What follows belongs to an exercise in optimizing a design on an open flow for small area and a short achievable clock period; a production flow would make more cautious choices.
Function was checked by simulation only, so behaviour that the tests miss may differ from the original.
Power is estimated from default activity; no workload was simulated.

==> inputs of juniper <==
==> flow/design.v <==
package rvSlicePkg;
    typedef struct packed {
        logic [6:0]             funct7;
        logic [5-1:0] rs2;
        logic [5-1:0] rs1;
        logic [2:0]             funct3;
        logic [5-1:0] rd;
        logic [6:0]             opcode;
    } rTypeFieldsT;
    typedef struct packed {
        logic [11:0]            imm;
        logic [5-1:0] rs1;
        logic [2:0]             funct3;
        logic [5-1:0] rd;
        logic [6:0]             opcode;
    } iTypeFieldsT;
    typedef struct packed {
        logic [19:0]            imm;
        logic [5-1:0] rd;
        logic [6:0]             opcode;
    } uTypeFieldsT;
    typedef union packed {
        rTypeFieldsT      r;
        iTypeFieldsT      i;
        uTypeFieldsT      u;
        logic [32-1:0] raw;
    } instrWordU;
    typedef enum logic [3:0] {
        ALU_ADD,
        ALU_SUB,
        ALU_AND,
        ALU_OR,
        ALU_XOR,
        ALU_SLT,
        ALU_SLL,
        ALU_SRL,
        ALU_PASSB
    } aluOpT;
endpackage
`timescale 1ns/10ps
module rvDecode (
    input  logic             instrValid_i,
    input  logic [32-1:0] instr_i,
    output logic             writes_o,
    output logic             isLui_o,
    output logic             useImm_o,
    output logic             rs1En_o,
    output logic             rs2En_o,
    output logic             inv_o,      
    output logic [6:0]       sel_o       
);
    logic [2:0] f3;
    logic       isR;
    logic       isI;
    logic       supported;
    assign f3      = instr_i[14:12];
    assign isR     = instr_i[6:0] == 7'b0110011;
    assign isI     = instr_i[6:0] == 7'b0010011;
    assign isLui_o = instr_i[6:0] == 7'b0110111;
    always_comb begin
        supported = isLui_o;
        if (isR) supported = f3 != 3'b011 && !(f3 == 3'b101 && instr_i[30]);
        if (isI) supported = f3 == 3'b000 || f3 == 3'b010 || f3 == 3'b100
                          || f3 == 3'b110 || f3 == 3'b111;
    end
    assign writes_o = instrValid_i && supported && instr_i[11:7] != '0;
    assign useImm_o = !isR;
    assign rs1En_o  = !isLui_o;
    assign rs2En_o  = isR;
    assign sel_o[0] = isLui_o || f3 == 3'b000;
    assign sel_o[1] = !isLui_o && f3 == 3'b010;
    assign sel_o[2] = !isLui_o && f3 == 3'b100;
    assign sel_o[3] = !isLui_o && f3 == 3'b110;
    assign sel_o[4] = !isLui_o && f3 == 3'b111;
    assign sel_o[5] = isR && f3 == 3'b001;
    assign sel_o[6] = isR && f3 == 3'b101;
    assign inv_o    = !isLui_o && (f3 == 3'b010 || (isR && f3 == 3'b000 && instr_i[30]));
endmodule
`timescale 1ns/10ps
module rvExecute (
    input  logic [31:0] opA_i,
    input  logic [31:0] opB_i,
    input  logic        inv_i,
    input  logic [6:0]  sel_i,     
    input  logic [31:0] opSh_i,    
    input  logic [4:0]  sh_i,      
    output logic [31:0] result_o
);
    logic [32:0] sum;
    logic        lt;
    logic [31:0] shl;
    logic [31:0] shlRev;
    assign shl = opSh_i << sh_i;
    always_comb begin
        for (int i = 0; i < 32; i++) begin
            shlRev[i] = shl[31 - i];
        end
    end
    assign sum   = {opA_i, inv_i} + {opB_i, inv_i};
    assign lt    = (opA_i[31] == opB_i[31]) ? opA_i[31] : sum[32];
    assign result_o = ({32{sel_i[0]}} & sum[32:1])
                    | {31'b0, sel_i[1] & lt}
                    | ({32{sel_i[2]}} & (opA_i ^ opB_i))
                    | ({32{sel_i[3]}} & (opA_i | opB_i))
                    | ({32{sel_i[4]}} & (opA_i & opB_i))
                    | ({32{sel_i[5]}} & shl)
                    | ({32{sel_i[6]}} & shlRev);
endmodule
`timescale 1ns/10ps
module rvResult (
    input  logic        clk,
    input  logic        reset,
    input  logic        wbValid_i,
    input  logic [4:0]  wbRd_i,
    input  logic [31:0] wbData_i,
    output logic [31:1] regValidNext_o,
    input  logic [31:1] sel1_i,
    input  logic [31:1] sel2_i,
    input  logic        hit1_i,
    input  logic        hit2_i,
    output logic [31:0] rs1Data_o,
    output logic [31:0] rs2Data_o
);
    logic [31:1] we;
    logic [31:1] regValid;
    logic [31:0] regData [1:31];
    always_comb begin
        for (int i = 1; i < 32; i++) begin
            we[i] = wbValid_i && wbRd_i == i[4:0];
        end
    end
    assign regValidNext_o = reset ? '0 : (regValid | we);
    always_ff @(posedge clk) begin
        regValid <= regValidNext_o;
    end
    always_ff @(posedge clk) begin
        for (int i = 1; i < 32; i++) begin
            if (we[i]) begin
                regData[i] <= wbData_i;
            end
        end
    end
    always_comb begin
        rs1Data_o = {32{hit1_i}} & wbData_i;
        rs2Data_o = {32{hit2_i}} & wbData_i;
        for (int i = 1; i < 32; i++) begin
            rs1Data_o |= {32{sel1_i[i]}} & regData[i];
            rs2Data_o |= {32{sel2_i[i]}} & regData[i];
        end
    end
endmodule
`timescale 1ns/10ps
module rvSliceTop (
    input  logic                   clk,
    input  logic                   reset,
    input  logic                   instrValid_i,
    input  logic [32-1:0]       instr_i,
    output logic                   wbValid_o,
    output logic [5-1:0] wbRd_o,
    output logic [32-1:0]       wbData_o
);
    logic             dWrites;
    logic             dIsLui;
    logic             dUseImm;
    logic             dInv;
    logic [6:0]       dSel;
    logic             dRs1En;
    logic             dRs2En;
    logic [31:1]      regValidNext;
    logic             dHitA;
    logic             dHitB;
    logic             dFwdA;
    logic             dFwdB;
    logic             s1Valid;    
    logic [4:0]       s1Rd;
    logic             s1IsLui;
    logic             s1UseImm;
    logic             s1Inv;
    logic [6:0]       s1Sel;
    logic [31:12]     s1ImmBits;
    logic [31:1]      s1SelA;
    logic [31:1]      s1SelB;
    logic             s1HitA;
    logic             s1HitB;
    logic             s1FwdA;
    logic             s1FwdB;
    logic             s2Valid;
    logic [4:0]       s2Rd;
    logic [31:0]      s2OpA;
    logic [31:0]      s2OpB;      
    logic             s2Inv;
    logic [6:0]       s2Sel;
    logic [31:0]      s2OpSh;     
    logic [4:0]       s2Sh;       
    logic [31:0]      rdA;
    logic [31:0]      rdB;
    logic [31:0]      imm;
    logic [31:0]      srcA;
    logic [31:0]      srcB;
    logic [31:0]      srcARev;
    logic [31:0]      aluResult;
    rvDecode decode_i (
        .instrValid_i(instrValid_i), .instr_i(instr_i),
        .writes_o(dWrites), .isLui_o(dIsLui), .useImm_o(dUseImm),
        .rs1En_o(dRs1En), .rs2En_o(dRs2En),
        .inv_o(dInv), .sel_o(dSel)
    );
    assign dFwdA = s1Valid && s1Rd == instr_i[19:15] && dRs1En;
    assign dFwdB = s1Valid && s1Rd == instr_i[24:20] && dRs2En;
    assign dHitA = s2Valid && s2Rd == instr_i[19:15] && dRs1En;
    assign dHitB = s2Valid && s2Rd == instr_i[24:20] && dRs2En;
    always_ff @(posedge clk) begin
        if (reset) begin
            s1Valid <= 1'b0;
        end else begin
            s1Valid <= dWrites;
        end
        s1Rd      <= instr_i[11:7];
        s1IsLui   <= dIsLui;
        s1UseImm  <= dUseImm;
        s1Inv     <= dInv;
        s1Sel     <= dSel;
        s1ImmBits <= instr_i[31:12];
        s1HitA    <= dHitA;
        s1HitB    <= dHitB;
        s1FwdA    <= dFwdA;
        s1FwdB    <= dFwdB;
        for (int i = 1; i < 32; i++) begin
            s1SelA[i] <= dRs1En && !dHitA && regValidNext[i] && instr_i[19:15] == i[4:0];
            s1SelB[i] <= dRs2En && !dHitB && regValidNext[i] && instr_i[24:20] == i[4:0];
        end
    end
    rvResult regs_i (
        .clk(clk), .reset(reset),
        .wbValid_i(wbValid_o), .wbRd_i(wbRd_o), .wbData_i(wbData_o),
        .regValidNext_o(regValidNext),
        .sel1_i(s1SelA), .sel2_i(s1SelB), .hit1_i(s1HitA), .hit2_i(s1HitB),
        .rs1Data_o(rdA), .rs2Data_o(rdB)
    );
    assign imm = s1IsLui ? {s1ImmBits[31:12], 12'b0}
                         : {{20{s1ImmBits[31]}}, s1ImmBits[31:20]};
    assign srcA = s1FwdA ? aluResult : rdA;
    assign srcB = s1UseImm ? imm : (s1FwdB ? aluResult : rdB);
    always_comb begin
        for (int i = 0; i < 32; i++) begin
            srcARev[i] = srcA[31 - i];
        end
    end
    always_ff @(posedge clk) begin
        if (reset) begin
            s2Valid <= 1'b0;
        end else begin
            s2Valid <= s1Valid;
        end
        s2Rd  <= s1Rd;
        s2Inv <= s1Inv;
        s2Sel <= s1Sel;
        s2OpA  <= srcA;
        s2OpB  <= srcB ^ {32{s1Inv}};
        s2OpSh <= ({32{s1Sel[5]}} & srcA) | ({32{s1Sel[6]}} & srcARev);
        s2Sh   <= srcB[4:0] & {5{s1Sel[5] || s1Sel[6]}};
    end
    rvExecute execute_i (
        .opA_i(s2OpA), .opB_i(s2OpB), .inv_i(s2Inv), .sel_i(s2Sel),
        .opSh_i(s2OpSh), .sh_i(s2Sh),
        .result_o(aluResult)
    );
    always_ff @(posedge clk) begin
        if (reset) begin
            wbValid_o <= 1'b0;
        end else begin
            wbValid_o <= s2Valid;
        end
        wbRd_o   <= s2Rd;
        wbData_o <= aluResult;
    end
endmodule
==> flow/flow/run.sh <==
#!/bin/bash
# The standard layout (standard.sh, which runs the standard flow's own ORFS flow and
# synthesis unchanged) with a leaner clock tree: sink clusters of up to 30
# flip-flops within 50 um, and no dummy loads added to balance the tree.
set -o pipefail
CTS_ARGS="-sink_clustering_enable -repair_clock_nets -sink_clustering_size 30 -sink_clustering_max_diameter 50 -dont_use_dummy_load"
export CTS_ARGS
echo "export CTS_ARGS = $CTS_ARGS" >> config.mk
bash standard.sh finish > standard.log 2>&1
status=$?
cp standard.sh standard_sh.txt 2>/dev/null
exit $status
==> flow/standard.sh <==
#!/bin/bash
# synth_recipe.tcl (not shown) runs the flow's synth.tcl, then flattens the netlist and writes it again
# the make line also repeats each setting of config.mk as NAME=value (left out here)
make -C /OpenROAD-flow-scripts/flow DESIGN_CONFIG=/design/flow/config.mk WORK_HOME=/design/flow/orfs CLKGATE_MAP_FILE= SYNTH_SCRIPT=/design/flow/synth_recipe.tcl "${@:-finish}"
==> flow/config.mk <==
export PLATFORM = sky130hd
export DESIGN_NAME = rvSliceTop
export DESIGN_NICKNAME = rvSliceTop
export VERILOG_FILES = /design/flow/design.v
export SDC_FILE = /design/flow/constraint.sdc
export NUM_CORES = 4
export LEC_CHECK = 0
export CAP_MARGIN = 20
export CORE_MARGIN = 2
export CORE_UTILIZATION = 45
export SETUP_SLACK_MARGIN = 3.0
export SLEW_MARGIN = 20
export CTS_ARGS = -sink_clustering_enable -repair_clock_nets -sink_clustering_size 30 -sink_clustering_max_diameter 50 -dont_use_dummy_load
==> flow/constraint.sdc <==
create_clock -name core_clock -period 6.0 [get_ports {clk}]
set_input_delay 1.2000 -clock core_clock [delete_from_list [all_inputs] [get_ports {clk}]]
set_output_delay 1.2000 -clock core_clock [all_outputs]
set_load 0.01 [all_outputs]
==> harbor (differences from juniper) <==
==> flow/run.sh (new file) <==
#!/bin/bash
# synth_recipe.tcl (not shown) runs the flow's synth.tcl, then flattens the netlist and writes it again
# the make line also repeats each setting of config.mk as NAME=value (left out here)
make -C /OpenROAD-flow-scripts/flow DESIGN_CONFIG=/design/flow/config.mk WORK_HOME=/design/flow/orfs CLKGATE_MAP_FILE= SYNTH_SCRIPT=/design/flow/synth_recipe.tcl finish
==> flow/config.mk (replaced) <==
export PLATFORM = sky130hd
export DESIGN_NAME = rvSliceTop
export DESIGN_NICKNAME = rvSliceTop
export VERILOG_FILES = /design/flow/design.v
export SDC_FILE = /design/flow/constraint.sdc
export NUM_CORES = 4
export LEC_CHECK = 0
export CAP_MARGIN = 20
export CORE_MARGIN = 2
export CORE_UTILIZATION = 45
export CTS_CLUSTER_DIAMETER = 50
export CTS_CLUSTER_SIZE = 25
export SETUP_SLACK_MARGIN = 3.3
export SLEW_MARGIN = 20
removed: flow/flow/run.sh
removed: flow/standard.sh
==> summary.txt <==
Outcome
  – Status: timing/DRC/antenna clean

Layout
  – Net total in the final layout: 4447

Setup path
  – Worst path bufs/invs: 1
  – CP startpoint: s1SelB[10]$_DFF_P_
  – Most used cell, CP: a22oi_1

Placement
  – RePlAce Congestion: 1.04

GRT
  – Initial antenna violation count: 14

Power
  – Seq pwr: 9.74 mW
  – Net Switching: 3.72 mW
  – Power density over the cells: 269 nW/um2
  – Combinational gate power: 780 uW

Worst hold path
  – Hold Path Sink: s2Sel[0]$_DFF_P_
# the run above: juniper

==> summary.txt <==
GRT
  – Initial antenna violation count: 16

Setup path
  – CP startpoint: s1SelA[7]$_DFF_P_

Power
  – Combinational gate power: 1.11 mW
  – Seq pwr: 9.73 mW

Layout
  – Net total in the final layout: 4591

Outcome
  – Status: timing/DRC/antenna clean

Placement
  – RePlAce Congestion: 1.03
# the run above: harbor

-- separate check: timing with driven ports --
No port has a modelled driver above. Below, the same layouts with a new extraction and two added sets of constraints. Step 1, drivers: a clkbuf_16 drives clk and a buf_2 each remaining input, both assumed. Step 2 adds t to the input delays and takes it off the output delays; t is the mean of the earliest and latest rising clock arrival at the registers after step 1. Input paths then give back, and output paths get back, about the clock's delay inside the block. a / b / c = ideal ports / drivers / drivers and shift; a / b = the first two.
run | t, ns | slack for setup (ns) | worst register clock-pin slew, ns | cell pins on the clock port's net
juniper | 0.811 | 2.645 / 2.645 / 2.412 | 0.09 / 0.09 | 1
harbor | 0.830 | 2.894 / 2.894 / 2.634 | 0.08 / 0.08 | 1
After both steps every run listed still meets setup and hold. The setup slack of harbor, which loses most, moves by 0.000 ns with the drivers and by -0.260 ns with both steps.
